This is an optimization exercise on Yosys and OpenROAD, whose aim is small area, not a production implementation. Function was checked by simulation only, so behaviour that the tests miss may differ from the original. Power and IR drop assume default switching activity.

Design additive_synth_top, start of the top module:
module additive_synth_top (
	input wire ADC_Data_Received,
	input wire reset,
	input wire i_param_load,
	input wire [15:0] i_param_freq,
	input wire [8:0] i_param_rate,
	input wire [8:0] i_param_initial,
	input wire [15:0] i_param_spread,
	output logic o_dac_cs,
	output logic o_dac_clock,
	output logic o_dac_bit
);
	logic [10:0] cnt;                  
	logic active;                      
	logic [7:0] rc;                    
	logic [3:0] b;
	logic copy;                        
	assign b = rc[3:0];
	assign copy = (cnt == 11'd1499) || (cnt == 11'd2047);
	always_ff @(posedge ADC_Data_Received) begin
		if (reset) begin
			cnt <= 11'd2047;
			active <= 1'b0;
			rc <= 8'd0;
		end else begin
			cnt <= copy ? 11'd0 : cnt + 11'd1;
			if (cnt == 11'd1499)
				active <= 1'b1;
			rc <= rc + 8'd1;
		end
	end
	localparam logic [15:0] FREQ_ROT = 16'(FREQ_DEFAULT) << 1;
	localparam logic [15:0] SPREAD_ROT = 16'(SPREAD_DEFAULT) << 1;
	logic [15:0] live_freq, live_spread, snap_freq, snap_spread;
	logic [8:0] live_rate, live_init, snap_rate;
	logic lv;
	logic [1:0] qs;
	always_ff @(posedge ADC_Data_Received) begin
		if (i_param_load) begin
			live_freq <= i_param_freq;
			live_rate <= i_param_rate;
			live_init <= i_param_initial;
			live_spread <= i_param_spread;
		end
		if (reset)
			lv <= 1'b0;
		else if (i_param_load)
			lv <= 1'b1;
	end
	always_ff @(posedge ADC_Data_Received) begin
		if (reset) begin
			snap_freq <= FREQ_ROT;
			snap_spread <= SPREAD_ROT;
			snap_rate <= 9'(RATE_DEFAULT);
			qs <= 2'd0;
		end else if (copy && lv) begin
			snap_freq <= live_freq;
			snap_spread <= live_spread;
			snap_rate <= live_rate;
			qs <= rc[3:2];
		end else begin
			snap_freq <= {snap_freq[0], snap_freq[15:1]};
			snap_spread <= {snap_spread[0], snap_spread[15:1]};
		end
	end
	logic wk;                          
	logic [1:0] w;                     
	logic [3:0] k;                     
	logic kz;
	logic alive;                       
	logic last_word;
	assign kz = (k == 4'd0);
	assign last_word = (b == 4'd15);
	logic [255:0] ring;
	logic head, tap, head_val, head_sum, head_in, pc, pcn, pg, pci;
	logic [15:0] adv;
  ...
Size: roughly 1000 cells after synthesis, ~56 I/O pins.
clock: 12.0 ns
lec_check: 0
cap_margin: 20
core_margin: 2
core_utilization: 40
place_density: 0.6
slew_margin: 20
standard.sh (not shown) runs the stock make flow with config.mk's settings and CLKGATE_MAP_FILE= SYNTH_SCRIPT=/design/flow/synth_recipe.tcl, a recipe that flattens the netlist after the stock synthesis.
==> flow/flow/run.sh <==
#!/bin/bash
# Standard ORFS layout with a leaner clock tree (large leaf clusters, no
# dummy loads) and the smallest buffer on each port.
set -uo pipefail
bash standard.sh \
  "CTS_ARGS=-sink_clustering_enable -repair_clock_nets -buf_list sky130_fd_sc_hd__clkbuf_8 -sink_clustering_size 20 -sink_clustering_max_diameter 65 -dont_use_dummy_load" \
  "BUFFER_PORTS_ARGS=-buffer_cell sky130_fd_sc_hd__buf_1" \
  finish > orfs_make.log 2>&1
status=$?
cp -r orfs/logs orfs_logs 2>/dev/null || true
exit $status
The first run ran to the end with no violations.
Then changed:
ABC_AREA = 1   (was not set)
Outcome:
- register-to-register slack gains 240 ps
- sequential power stays flat
- routed wire length is higher slightly
- design area is lower slightly
- die area is lower by a few percent
- setup slack gains 240 ps
- synthesized area is lower by a few percent
- core utilization is higher by 0.61 points
- global-route usage is higher by 0.73 points
- power is higher by a few percent
- cell count is higher by a little under a tenth
Then changed:
--- a/flow/flow/run.sh
+++ b/flow/flow/run.sh
@@ -6 +6 @@
-  "CTS_ARGS=-sink_clustering_enable -repair_clock_nets -buf_list sky130_fd_sc_hd__clkbuf_8 -sink_clustering_size 20 -sink_clustering_max_diameter 65 -dont_use_dummy_load" \
+  "CTS_ARGS=-sink_clustering_enable -repair_clock_nets -buf_list sky130_fd_sc_hd__clkbuf_8 -sink_clustering_size 18 -sink_clustering_max_diameter 60 -dont_use_dummy_load" \
ABC_AREA = not set   (was 1)
=> The changed run passed the timing, DRC and antenna checks. Setup slack got worse by 260 ps. Count of clock-buffer cells in the layout increases by 5. Critical path depth fell by 1.

* * *

The RTL this note starts from:
==> flow/design.v <==
`default_nettype none
package synth_pkg;
	localparam int SAMPLE_INTERVAL = 1500;          
	localparam int FREQ_DEFAULT = 50;               
	localparam int RATE_DEFAULT = 270;
	localparam int INITIAL_DEFAULT = 511;
	localparam int SPREAD_DEFAULT = 120;
endpackage
`default_nettype wire
`default_nettype none
import synth_pkg::*;
module additive_synth_top (
	input wire ADC_Data_Received,
	input wire reset,
	input wire i_param_load,
	input wire [15:0] i_param_freq,
	input wire [8:0] i_param_rate,
	input wire [8:0] i_param_initial,
	input wire [15:0] i_param_spread,
	output logic o_dac_cs,
	output logic o_dac_clock,
	output logic o_dac_bit
);
	logic [10:0] cnt;                  
	logic active;                      
	logic [7:0] rc;                    
	logic [3:0] b;
	logic copy;                        
	assign b = rc[3:0];
	assign copy = (cnt == 11'd1499) || (cnt == 11'd2047);
	always_ff @(posedge ADC_Data_Received) begin
		if (reset) begin
			cnt <= 11'd2047;
			active <= 1'b0;
			rc <= 8'd0;
		end else begin
			cnt <= copy ? 11'd0 : cnt + 11'd1;
			if (cnt == 11'd1499)
				active <= 1'b1;
			rc <= rc + 8'd1;
		end
	end
	logic [15:0] live_freq, live_spread, snap_freq, snap_spread;
	logic [8:0] live_rate, live_init, snap_rate;
	always_ff @(posedge ADC_Data_Received) begin
		if (reset) begin
			live_freq <= 16'(FREQ_DEFAULT);
			live_rate <= 9'(RATE_DEFAULT);
			live_init <= 9'(INITIAL_DEFAULT);
			live_spread <= 16'(SPREAD_DEFAULT);
		end else if (i_param_load) begin
			live_freq <= i_param_freq;
			live_rate <= i_param_rate;
			live_init <= i_param_initial;
			live_spread <= i_param_spread;
		end
	end
	always_ff @(posedge ADC_Data_Received) begin
		if (!reset && copy) begin
			snap_freq <= live_freq;
			snap_rate <= live_rate;
			snap_spread <= live_spread;
		end
	end
	logic wk;                          
	logic [1:0] w;                     
	logic [4:0] k;                     
	logic kz;
	logic alive;                       
	logic last_word;
	assign kz = (k == 5'd0);
	assign last_word = (b == 4'd15);
	logic [255:0] ring;
	logic head, tap, head_val, head_in, pc, pcn;
	logic [15:0] adv;
	logic adv_out, adv_in, ac, acn, op;
	logic clearing, pa;
	assign head = ring[255];
	assign tap = ring[239];
	assign clearing = !active && (cnt[10:8] == 3'd0);
	assign head_val = head && !clearing;
	assign pa = wk && (w == 2'd1) && alive;
	assign adv_out = adv[0];
	assign {pcn, head_in} = head_val + (pa && adv_out) + (pc && (b != 4'd0));
	always_comb begin
		if ((w == 2'd1) || (w == 2'd0 && kz))
			op = snap_freq[b];
		else if (w == 2'd2)
			op = snap_spread[b];
		else
			op = 1'b0;
	end
	assign {acn, adv_in} = adv_out + op + (ac && (b != 4'd0));
	always_ff @(posedge ADC_Data_Received) begin
		ring <= {ring[254:0], head_in};
		pc <= pcn;
		adv <= {wk ? adv_in : 1'b0, adv[15:1]};
		ac <= acn;
	end
	logic [14:0] x;
	logic s;
	logic seen_a, ain, out_a, clip, magbit;
	logic [14:0] acc_a;
	logic [15:0] sum_a;
	assign ain = (w == 2'd1) && (b != 4'd15) && (head ^ seen_a);
	assign sum_a = {1'b0, acc_a} + (ain ? {1'b0, x} : 16'd0);
	assign out_a = sum_a[0];
	assign clip = (x == 15'h4000);
	assign magbit = out_a || clip;
	always_ff @(posedge ADC_Data_Received) begin
		if (w == 2'd0 && b != 4'd15)
			x <= {tap, x[14:1]};
		if (w == 2'd1 && b == 4'd15)
			s <= head;
		seen_a <= !last_word && (seen_a || head);
		acc_a <= sum_a[15:1];
	end
	logic [8:0] lvl, acc_b;
	logic [9:0] sum_b;
	logic magwin, ratewin, bin, out_b, seen_b, rate_bit;
	logic [15:0] rate_vec;
	assign magwin = (w == 2'd1 && b >= 4'd13) || (w == 2'd2 && b <= 4'd11);
	assign ratewin = wk && !kz && ((w == 2'd0 && b >= 4'd9) || (w == 2'd1 && b <= 4'd1));
	assign rate_vec = {snap_rate[6:0], 7'b0, snap_rate[8], snap_rate[7]};
	assign rate_bit = rate_vec[b];
	assign bin = magwin ? magbit : (ratewin && rate_bit);
	assign sum_b = {1'b0, acc_b} + (bin ? {1'b0, lvl} : 10'd0);
	assign out_b = sum_b[0];
	always_ff @(posedge ADC_Data_Received) begin
		acc_b <= sum_b[9:1];
		seen_b <= !(w == 2'd1 && b == 4'd12) && (seen_b || out_b);
		if (!reset && copy)
			lvl <= live_init;
		else if (wk && !kz && w == 2'd1 && b == 4'd2)
			lvl <= acc_b;
	end
	logic [18:0] tl, tr;
	logic vflag, par, first, aw, tc, tcn, t_op, cbit, t_in;
	assign cbit = vflag && (out_b ^ (s && seen_b));
	assign t_op = !first && (par ? tr[0] : tl[0]);
	assign {tcn, t_in} = t_op + cbit + (tc && !(w == 2'd2 && b == 4'd6));
	always_ff @(posedge ADC_Data_Received) begin
		if (w == 2'd1 && b == 4'd15) begin
			vflag <= alive;
			par <= k[0];
			first <= (k[4:1] == 4'd0);
		end
		tc <= tcn;
		if (aw && !par)
			tl <= {t_in, tl[18:1]};
		if (aw && par)
			tr <= {t_in, tr[18:1]};
	end
	always_ff @(posedge ADC_Data_Received) begin
		if (reset) begin
			wk <= 1'b0;
			w <= 2'd0;
			k <= 5'd0;
			alive <= 1'b0;
			aw <= 1'b0;
		end else begin
			if (!wk) begin
				if (rc == 8'd255 && cnt[10:8] == 3'd1) begin
					wk <= 1'b1;
					alive <= 1'b1;
				end
			end else if (last_word) begin
				if (w == 2'd1 && (adv_out || k == 5'd15))
					alive <= 1'b0;
				if (w == 2'd2) begin
					w <= 2'd0;
					k <= k + 5'd1;
				end else if (w == 2'd0 && k == 5'd16) begin
					wk <= 1'b0;
					k <= 5'd0;
				end else begin
					w <= w + 2'd1;
				end
			end
			if (w == 2'd2 && b == 4'd5)
				aw <= 1'b1;
			else if (w == 2'd0 && b == 4'd8)
				aw <= 1'b0;
		end
	end
	logic fr;
	logic [31:0] word;
	assign word = {tl[18], tl[18:4], tr[18], tr[18:4]};
	assign fr = active && (cnt[10:6] == 5'd0);
	assign o_dac_cs = !fr;
	assign o_dac_clock = fr && cnt[0];
	assign o_dac_bit = fr && word[~cnt[5:1]];
endmodule
`default_nettype wire
clock: 12.0 ns
lec_check: 0
cap_margin: 20
core_margin: 2
core_utilization: 40
place_density: 0.6
slew_margin: 20
==> flow/flow/run.sh <==
#!/bin/bash
# Standard ORFS layout with a leaner clock tree (large leaf clusters of
# clkbuf_16, no dummy loads) and the smallest buffer on each port.
set -uo pipefail
bash standard.sh \
  "CTS_ARGS=-sink_clustering_enable -repair_clock_nets -buf_list sky130_fd_sc_hd__clkbuf_16 -sink_clustering_size 30 -sink_clustering_max_diameter 80 -dont_use_dummy_load" \
  "BUFFER_PORTS_ARGS=-buffer_cell sky130_fd_sc_hd__buf_1" \
  finish > orfs_make.log 2>&1
status=$?
cp -r orfs/logs orfs_logs 2>/dev/null || true
exit $status
The first run completed with no timing, DRC or antenna violations.
Edit:
==> flow/flow/run.sh (replaced) <==
#!/bin/bash
# Standard ORFS layout with a leaner clock tree (large leaf clusters, no
# dummy loads) and the smallest buffer on each port.
set -uo pipefail
bash standard.sh \
  "CTS_ARGS=-sink_clustering_enable -repair_clock_nets -buf_list sky130_fd_sc_hd__clkbuf_16 -sink_clustering_size 36 -sink_clustering_max_diameter 50 -dont_use_dummy_load" \
  "BUFFER_PORTS_ARGS=-buffer_cell sky130_fd_sc_hd__buf_1" \
  finish > orfs_make.log 2>&1
status=$?
cp -r orfs/logs orfs_logs 2>/dev/null || true
exit $status
- CORE_UTILIZATION: 40 -> 65
- PLACE_DENSITY: 0.6 -> 0.75
The new run finished clean.
Die area is lower by 38%.
Combinational power barely changes.
Synthesized cell count stays the same.
Setup slack improved by 92 ps.
Wire length is higher by 3.6%.

what the ideal ports hide:
The results above use ideal ports. As a check the final layouts listed here were re-extracted and re-timed, cells and wires unchanged. Step 1 sets driving cells, clkbuf_16 on the clock port and buf_2 on the other inputs (assumed; they add their load-dependent delay and slew). Step 2 moves the port delays by t, midway between the first and last clock arrival at a register: inputs arrive t later, outputs are due t later. That takes back most of the time a late clock gives input paths. Three values: ideal, step 1, step 2; two values: the first two.
run | t, ns | setup slack, ns | worst setup path after step 2 | worst slew at a driven data input, ns
the first run of note 1 | 0.611 | 4.926 / 4.926 / 4.926 | register to register | 0.05
the second run of note 1 | 0.621 | 5.165 / 5.165 / 5.165 | register to register | 0.08
the third run of note 1 | 0.562 | 4.902 / 4.902 / 4.902 | register to register | 0.05
the first run of note 2 | 0.561 | 6.845 / 6.799 / 7.327 | register to register | 0.07
the second run of note 2 | 0.546 | 6.937 / 6.890 / 7.299 | register to register | 0.07
After both steps every run listed still meets setup and hold.
